Source: an optimization exercise on an open RTL-to-GDS flow (aim: small area). Production flows keep margins and buffers that such runs may drop.
Where RTL was checked, it was by simulation tests only, not by an equivalence proof against the original.
Power figures rest on the tool's default switching activity, not on a simulated workload.

==> flow/design.v <==
package vector_unit_pkg;
    typedef enum logic [1:0] {
        ESIZE_8  = 2'b00,
        ESIZE_16 = 2'b01
    } esize_t;
    typedef enum logic [3:0] {
        OP_VSRA       = 4'd0,
        OP_RND_VSRA   = 4'd1,
        OP_VSRL       = 4'd2,
        OP_RND_VSRL   = 4'd3,
        OP_VSLL       = 4'd4,
        OP_SAT_VSLL   = 4'd5,
        OP_VSATL_SMPR = 4'd6,
        OP_VSATL_RNDR = 4'd7,
        OP_VADD       = 4'd8,
        OP_VSUB       = 4'd9,
        OP_SAT_VADD   = 4'd10,
        OP_SAT_VSUB   = 4'd11
    } vunit_op_t;
    typedef enum logic [2:0] {
        VSRA, RND_VSRA, VSRL, RND_VSRL, VSLL, SAT_VSLL, VSATL_SMPR, VSATL_RNDR
    } vshift_uops_t;
    typedef enum logic [1:0] {
        VADD, VSUB, SAT_VADD, SAT_VSUB
    } vadd_uops_t;
endpackage : vector_unit_pkg
`timescale 1ns/1ps
module vector_unit_top (
    input  logic                  clk_i,
    input  logic                  rst_n_i,
    input  logic                  wb_cyc_i,
    input  logic                  wb_stb_i,
    input  logic                  wb_we_i,
    input  logic [5-1:0] wb_adr_i,
    input  logic [32-1:0] wb_dat_i,
    input  logic [3:0]            wb_sel_i,
    output logic [32-1:0] wb_dat_o,
    output logic                  wb_ack_o
);
    logic [31:0] opa_q, opb_q, res_q;
    logic [3:0]  op_q;
    logic [1:0]  es_q;
    logic [3:0]  cl_q;
    logic        a_vld, b_vld, c_vld, r_vld;
    logic req, a_opa, a_opb, a_ctrl, a_res, a_stat;
    assign req    = wb_cyc_i && wb_stb_i && !wb_ack_o;
    assign a_opa  = (wb_adr_i == 5'h00);
    assign a_opb  = (wb_adr_i == 5'h04);
    assign a_ctrl = (wb_adr_i == 5'h08);
    assign a_res  = (wb_adr_i == 5'h0C);
    assign a_stat = (wb_adr_i == 5'h10);
    logic [31:0] z, res_d;
    logic        run, pass2_q;
    logic        wr_opa, wr_opb, wr_ctrl;
    assign wr_opa  = wb_ack_o && wb_we_i && a_opa;
    assign wr_opb  = wb_ack_o && wb_we_i && a_opb;
    assign wr_ctrl = req && wb_we_i && a_ctrl;
    assign run     = wb_ack_o && wb_we_i && a_ctrl && !(op_q[3] && op_q[2]);
    always_ff @(posedge clk_i or negedge rst_n_i) begin
        if (!rst_n_i) begin
            wb_ack_o    <= 1'b0;
            pass2_q     <= 1'b0;
            a_vld       <= 1'b0;
            b_vld       <= 1'b0;
            c_vld       <= 1'b0;
            r_vld       <= 1'b0;
            opb_q[4:0]  <= '0;
        end else begin
            wb_ack_o <= req;
            pass2_q  <= run;
            if (wr_opa)  a_vld <= 1'b1;
            if (wr_opb)  b_vld <= 1'b1;
            if (wr_ctrl) c_vld <= 1'b1;
            if (run)     r_vld <= 1'b1;
            if (wr_opb)  opb_q[4:0] <= wb_dat_i[4:0];
        end
    end
    always_ff @(posedge clk_i) begin
        if (wr_opa) opa_q <= wb_dat_i;
        if (wr_opb) opb_q[31:5] <= wb_dat_i[31:5];
        if (wr_ctrl) begin
            op_q <= wb_dat_i[3:0];
            es_q <= wb_dat_i[5:4];
        end
        if (pass2_q) begin
            res_q <= res_d;
            cl_q  <= clamp_b;
        end else if (run) begin
            res_q <= sh & {32{a_vld}};
        end
    end
    logic [31:0] res_rd;
    always_comb begin
        for (int i = 0; i < 32; i++) begin
            if (i % 8 < 6) res_rd[i] = cl_q[i/8] ? res_q[8*(i/8)+6] : res_q[i];
            else           res_rd[i] = res_q[i];
        end
    end
    always_comb begin
        wb_dat_o = ({32{a_opa  && a_vld}} & opa_q) |
                   ({32{a_opb  && b_vld}} & opb_q) |
                   ({32{a_res  && r_vld}} & res_rd) |
                   ({32{a_ctrl && c_vld}} & {26'b0, es_q, op_q}) |
                   ({32{a_stat && r_vld}} & {30'b0, |cl_q, 1'b0});
    end
    logic e8, is_add, neg, left, sat, rnd, logical, sub, satadd;
    assign e8      = (es_q == 2'b00);
    assign is_add  = op_q[3];
    assign neg     = opb_q[4];
    assign left    = !is_add && ((op_q[2:1] == 2'b10) || ((op_q[2:1] == 2'b11) && !neg));
    assign sat     = !is_add && ((op_q[2:0] == 3'd5) || ((op_q[2:1] == 2'b11) && !neg));
    assign rnd     = !is_add && ((op_q[2:0] == 3'd1) || (op_q[2:0] == 3'd3) ||
                                 ((op_q[2:0] == 3'd7) && neg));
    assign logical = (op_q[2:1] == 2'b01);
    assign sub     = op_q[0];
    assign satadd  = is_add && op_q[1];
    logic [3:0] s_pos, s_neg, k_in, k_d, k_q, k;
    logic       k3, kz, left_in;
    assign s_pos   = opb_q[3:0];
    assign s_neg   = 4'd0 - opb_q[3:0];
    assign left_in = !wb_dat_i[3] && ((wb_dat_i[2:1] == 2'b10) ||
                                      ((wb_dat_i[2:1] == 2'b11) && !neg));
    assign k_in    = wb_dat_i[3] ? 4'd0 : ((left_in ^ neg) ? s_neg : s_pos);
    assign k_d     = {k_in[3] && (wb_dat_i[5:4] != 2'b00), k_in[2:0]};
    always_ff @(posedge clk_i) begin
        if (wr_ctrl) k_q <= k_d;
    end
    assign k  = k_q;
    assign k3 = k_q[3];
    assign kz = (k_q == 4'd0);
    logic [7:0] v;
    always_comb begin
        for (int b = 0; b < 8; b++) v[b] = (b + k[2:0] >= 8);
    end
    logic [31:0] y, sh;
    logic [3:0]  lsign;
    always_comb begin
        for (int j = 0; j < 4; j++) begin
            for (int b = 0; b < 8; b++) begin
                y[8*j+b] = opa_q[8*j + ((b + k[2:0]) % 8)];
            end
        end
        for (int j = 0; j < 4; j++) begin
            for (int b = 0; b < 8; b++) begin
                z[8*j+b] = (((v[b] && !e8) ^ k3)) ? y[8*(j^1)+b] : y[8*j+b];
            end
        end
    end
    assign lsign[0] = a_vld && (e8 ? opa_q[7]  : opa_q[15]);
    assign lsign[1] = a_vld && opa_q[15];
    assign lsign[2] = a_vld && (e8 ? opa_q[23] : opa_q[31]);
    assign lsign[3] = a_vld && opa_q[31];
    logic [31:0] x;
    assign x = z;
    logic [15:0] u, keep, fsel, lsel;
    logic [3:0]  fillv, lost_b;
    logic [31:0] lostb;
    assign fillv = lsign & {4{!logical}};
    always_comb begin
        for (int b = 0; b < 8; b++) begin
            u[b]   = v[b] && (e8 || k3);
            u[8+b] = v[b] || k3;
        end
        for (int p = 0; p < 16; p++) begin
            keep[p] = left ? (u[p] || kz) : !u[p];
            fsel[p] = !left && u[p];
            lsel[p] = left && !u[p] && !kz;
        end
        for (int i = 0; i < 32; i++) begin
            sh[i]    = (keep[i%16] && x[i]) || (fsel[i%16] && fillv[i/8]);
            lostb[i] = lsel[i%16] && x[i];
        end
        for (int j = 0; j < 4; j++) lost_b[j] = |lostb[8*j +: 8];
    end
    logic [3:0] lost_l, r_l;
    assign lost_l[0] = e8 ? lost_b[0] : (lost_b[0] || lost_b[1]);
    assign lost_l[1] = e8 ? lost_b[1] : (lost_b[0] || lost_b[1]);
    assign lost_l[2] = e8 ? lost_b[2] : (lost_b[2] || lost_b[3]);
    assign lost_l[3] = e8 ? lost_b[3] : (lost_b[2] || lost_b[3]);
    assign r_l[0] = !kz && (e8 ? x[7] : x[15]);
    assign r_l[1] = !kz && x[15];
    assign r_l[2] = !kz && (e8 ? x[23] : x[31]);
    assign r_l[3] = !kz && x[31];
    logic [3:0] lost_q, r_q;
    always_ff @(posedge clk_i) begin
        lost_q <= lost_l & {4{a_vld}};
        r_q    <= r_l & {4{a_vld && rnd}};
    end
    logic [31:0] bb, sum;
    logic [3:0]  cin;
    logic bgate_q, subx_q;
    always_ff @(posedge clk_i) begin
        bgate_q <= is_add && b_vld;
        subx_q  <= is_add && sub;
    end
    assign bb = (opb_q & {32{bgate_q}}) ^ {32{subx_q}};
    always_comb begin
        for (int j = 0; j < 4; j++) begin
            cin[j] = subx_q || r_q[j];
        end
    end
    logic c8, c16, c24;
    logic [9:0] t0, t1, t2, t3;
    assign t0  = {1'b0, res_q[7:0], 1'b1}   + {1'b0, bb[7:0], cin[0]};
    assign c8  = e8 ? cin[1] : t0[9];
    assign t1  = {1'b0, res_q[15:8], 1'b1}  + {1'b0, bb[15:8], c8};
    assign c16 = cin[2];
    assign t2  = {1'b0, res_q[23:16], 1'b1} + {1'b0, bb[23:16], c16};
    assign c24 = e8 ? cin[3] : t2[9];
    assign t3  = {1'b0, res_q[31:24], 1'b1} + {1'b0, bb[31:24], c24};
    assign sum = {t3[8:1], t2[8:1], t1[8:1], t0[8:1]};
    logic [3:0] amsb, bmsb, smsb, clamp_b, top_b;
    always_comb begin
        for (int j = 0; j < 4; j++) begin
            top_b[j] = e8 || (j % 2 == 1);
            if (j % 2 == 1) begin
                amsb[j] = res_q[8*j+7];
                bmsb[j] = bb[8*j+7];
                smsb[j] = sum[8*j+7];
            end else begin
                amsb[j] = e8 ? res_q[8*j+7]  : res_q[8*j+15];
                bmsb[j] = e8 ? bb[8*j+7]  : bb[8*j+15];
                smsb[j] = e8 ? sum[8*j+7] : sum[8*j+15];
            end
            clamp_b[j] = (satadd && (amsb[j] == bmsb[j]) && (smsb[j] != amsb[j])) ||
                         (sat && (lost_q[j] || smsb[j]));
        end
        for (int i = 0; i < 32; i++) begin
            if (clamp_b[i/8] && (i % 8 == 7))
                res_d[i] = top_b[i/8] ? lsign[i/8] : !lsign[i/8];
            else if (clamp_b[i/8] && (i % 8 == 6))
                res_d[i] = !lsign[i/8];
            else
                res_d[i] = sum[i];
        end
    end
endmodule
==> flow/config.mk <==
export PLATFORM = sky130hd
export DESIGN_NAME = vector_unit_top
export DESIGN_NICKNAME = vector_unit_top
export VERILOG_FILES = /design/flow/design.v
export SDC_FILE = /design/flow/constraint.sdc
export NUM_CORES = 4
export LEC_CHECK = 0
export CAP_MARGIN = 20
export CORE_MARGIN = 2
export CORE_UTILIZATION = 40
export CTS_BUF_LIST = sky130_fd_sc_hd__clkbuf_4 sky130_fd_sc_hd__clkbuf_8
export CTS_CLUSTER_DIAMETER = 100
export CTS_CLUSTER_SIZE = 40
export SLEW_MARGIN = 20
==> flow/constraint.sdc <==
create_clock -name core_clock -period 5.0 [get_ports {clk_i}]
set_input_delay 1.0000 -clock core_clock [delete_from_list [all_inputs] [get_ports {clk_i}]]
set_output_delay 1.0000 -clock core_clock [all_outputs]
set_load 0.01 [all_outputs]
standard.sh (not shown) runs the stock make flow with config.mk's settings and CLKGATE_MAP_FILE= SYNTH_SCRIPT=/design/flow/synth_recipe.tcl, a recipe that flattens the netlist after the stock synthesis.
==> flow/flow/run.sh <==
#!/bin/bash
# Layout flow: the standard ORFS flow, with three changes in how the
# layout is made:
#  - synthesis maps the logic with the ABC script in flow/abc.script (the
#    rest of the synthesis script is ORFS's own, unchanged);
#  - the port buffers are sky130_fd_sc_hd__buf_1 cells;
#  - extra make variables from flow/make_args.txt, one per line.
# Each tool's full output goes to a log file in this folder.
set -euo pipefail
HERE=$PWD
FLOWDIR=$HERE/flow

# Synthesis script: the standard flow's, sourcing ORFS's synth.tcl with the ABC script
# swapped for ours
sed "/source \$::env(SCRIPTS_DIR)\/synth_preamble.tcl/a set abc_args [lreplace \$abc_args 1 1 $FLOWDIR/abc.script]" \
    "$FLOW_HOME/scripts/synth.tcl" > "$HERE/synth_own.tcl"
sed "s|source \$::env(SCRIPTS_DIR)/synth.tcl|source $HERE/synth_own.tcl|" \
    "$HERE/synth_recipe.tcl" > "$HERE/synth_recipe_own.tcl"
grep -q "synth_own.tcl" "$HERE/synth_recipe_own.tcl"
grep -q "abc.script" "$HERE/synth_own.tcl"

args=(SYNTH_SCRIPT="$HERE/synth_recipe_own.tcl"
      "BUFFER_PORTS_ARGS=-buffer_cell sky130_fd_sc_hd__buf_1")
if [[ -f "$FLOWDIR/make_args.txt" ]]; then
    while IFS= read -r line; do
        [[ -n "$line" ]] && args+=("$line")
    done < "$FLOWDIR/make_args.txt"
fi
bash "$HERE/standard.sh" "${args[@]}" finish > "$HERE/standard.log" 2>&1
==> flow/flow/abc.script <==
strash
dch -f
map -a
topo
stime -c
buffer -c
upsize -c
dnsize -c
The first run ran to the end with no violations.
Rerun with:
--- a/flow/config.mk
+++ b/flow/config.mk
@@ -11,3 +11,3 @@
-export CTS_BUF_LIST = sky130_fd_sc_hd__clkbuf_4 sky130_fd_sc_hd__clkbuf_8
-export CTS_CLUSTER_DIAMETER = 100
-export CTS_CLUSTER_SIZE = 40
+export CTS_BUF_LIST = sky130_fd_sc_hd__clkbuf_2 sky130_fd_sc_hd__clkbuf_4 sky130_fd_sc_hd__clkbuf_8
+export CTS_CLUSTER_DIAMETER = 60
+export CTS_CLUSTER_SIZE = 20
Clock power stays flat.
Register-to-register slack is about the same.
Worst hold slack stays the same.
Die area is unchanged.
Sequential power is about the same.
First-iteration DRC count is unchanged.


== v6 ==
Another version of the RTL of vector_unit_top (not shown whole).
Size in the first run: about 8400 um^2 of cells after synthesis.
export LEC_CHECK = 0
export CAP_MARGIN = 20
export CORE_MARGIN = 2
export CORE_UTILIZATION = 40
export CTS_BUF_LIST = sky130_fd_sc_hd__clkbuf_4 sky130_fd_sc_hd__clkbuf_8
export CTS_CLUSTER_DIAMETER = 100
export CTS_CLUSTER_SIZE = 40
export GPL_TIMING_DRIVEN = 0
export SLEW_MARGIN = 20
create_clock -name core_clock -period 5.0 [get_ports {clk_i}]
==> flow/flow/abc.script <==
strash
dch -f
amap
topo
stime -c
==> flow/flow/make_args.txt <==
ADDER_MAP_FILE=
Scripts as last shown in full above: flow/flow/run.sh
v6 reached the final stage; the timing, design-rule and antenna checks on its layout passed.
Here is what was changed in the inputs of v7 compared with v6.
Settings: clearing GPL_TIMING_DRIVEN, which used to be 0.
### Flow results
- Between v7 and v6, routed wire length on met3 is lower for v7, v6 comes in above that.
- When v7 is measured against v6, its relative area of non-clock buffer cells in the final design turns out 0.49 points higher.
- Sort v7 and v6 by total of fill cells in the finished design, descending, and v7 comes first.
No functional check of the RTL was part of any run of this note.


## v44
Another version of the RTL of vector_unit_top (not shown whole).
Size: roughly 1000 cells after synthesis, about 130 flip-flops, about 79 I/O pins, roughly 0.0084 mm² of cells after synthesis.
export LEC_CHECK = 0
export CAP_MARGIN = 20
export CORE_MARGIN = 2
export CORE_UTILIZATION = 50
export CTS_BUF_LIST = sky130_fd_sc_hd__clkbuf_4 sky130_fd_sc_hd__clkbuf_8
export CTS_CLUSTER_DIAMETER = 100
export CTS_CLUSTER_SIZE = 40
export PLACE_DENSITY = 0.7
export SLEW_MARGIN = 20
create_clock -name core_clock -period 5.0 [get_ports {clk_i}]
Scripts as last shown in full above: flow/flow/run.sh, flow/flow/abc.script, flow/flow/make_args.txt
Per the final summary, v44 finished and its layout is clean on timing, DRC and antenna.
Setup changes, v44 to v58
Settings: CAP_MARGIN changed from 20 to 0; SLEW_MARGIN changed from 20 to 0.
### Flow results
- Cell-internal power of v44 is on par with v58.
- ~same proportion of final cell area spent on non-clock buffers in v58 and v44
- Reported for v58 and v44, final weighted congestion in routability-driven placement turned out identical to the last digit.
- Diff v44..v58 | power share of the clock group | negligible
- Per the comparison of v58 with v44, data arrival time of the critical path shows an increase of 0.02 ns; final area shows no meaningful change; worst setup slack shows a reduction of 0.011 ns.
> inputs changed (v58 -> v25)
Settings: swapping 0 for 20 in SLEW_MARGIN; swapping 0 for 20 in CAP_MARGIN.
==> flow/flow/abc.script <==
strash
dch -f
amap -F 3
topo
stime -c
==> summary.txt <==
- v25 | status: complete | timing, DRC, antenna: pass
- v25 leaves less setup margin than v58.
- v25 vs. v58: routed wire length lost 6.9%; unique cell type count in the Yosys netlist +3; share of power burned in the clock network now sits at about the same level.
- Length of routed met3 wiring (v25 vs. v58) increases by a little under 10%
- Against v58, v25 comes in 0.021 ns higher on time the worst path needs with I/O delays and setup.
[inputs] v8 vs v25
==> flow/flow/make_args.txt <==
ADDER_MAP_FILE=
CTS_ARGS=-sink_clustering_enable -repair_clock_nets -sink_clustering_size 40 -sink_clustering_max_diameter 100 -buf_list {sky130_fd_sc_hd__clkbuf_4 sky130_fd_sc_hd__clkbuf_8} -dont_use_dummy_load
--- outcome ---
v8 was carried through to the last stage, and its layout satisfied the timing, design-rule and antenna checks.
Every stage of the flow completed for v25, and the final layout passed the timing, design-rule and antenna checks.
In v8, the count of cells along the worst register-to-register path came out 1 above the value in v25.
Between v8 and v25, the difference in total via count after detailed routing is negligible.
v25 → v8: compound-gate portion of the synthesized area now sits at about the same level; design area now sits lower.
Compared with v25, in v8 power dissipated in the clock network shrank by 33%; share of final-layout standard cells stronger than drive strength 1 down 1.3 points.

==> re-timing with driven ports <==
In the flow no input, the clock included, has a driving cell. The finished layouts below were timed again as built, in two steps. Step 1 sets driving cells, clkbuf_16 on the clock port and buf_2 on the other inputs (assumed; they add their load-dependent delay and slew). Step 2 adds t to the input delays and takes it off the output delays; t is the mean of the earliest and latest rising clock arrival at the registers after step 1. Input paths then give back, and output paths get back, about the clock's delay inside the block. Slacks: ideal / step 1 / step 2; pairs: ideal / step 1.
| run | t, ns | setup WS [ns] | worst setup path after step 2 | pins driven straight from the clock port |
|---|---|---|---|---|
| the first run of note 1 | 0.491 | 0.385 / 0.385 / 0.385 | register to register | 1 |
| the second run of note 1 | 0.491 | 0.385 / 0.385 / 0.385 | register to register | 1 |
| v6 | 0.506 | 0.230 / 0.230 / 0.230 | register to register | 1 |
| v7 | 0.518 | 0.386 / 0.386 / 0.386 | register to register | 1 |
| v44 | 0.515 | 0.579 / 0.579 / 0.579 | register to register | 1 |
| v58 | 0.518 | 0.568 / 0.568 / 0.568 | register to register | 1 |
| v25 | 0.493 | 0.547 / 0.547 / 0.547 | register to register | 1 |
| v8 | 0.483 | 0.449 / 0.449 / 0.449 | register to register | 1 |
After both steps every run listed still meets setup and hold.
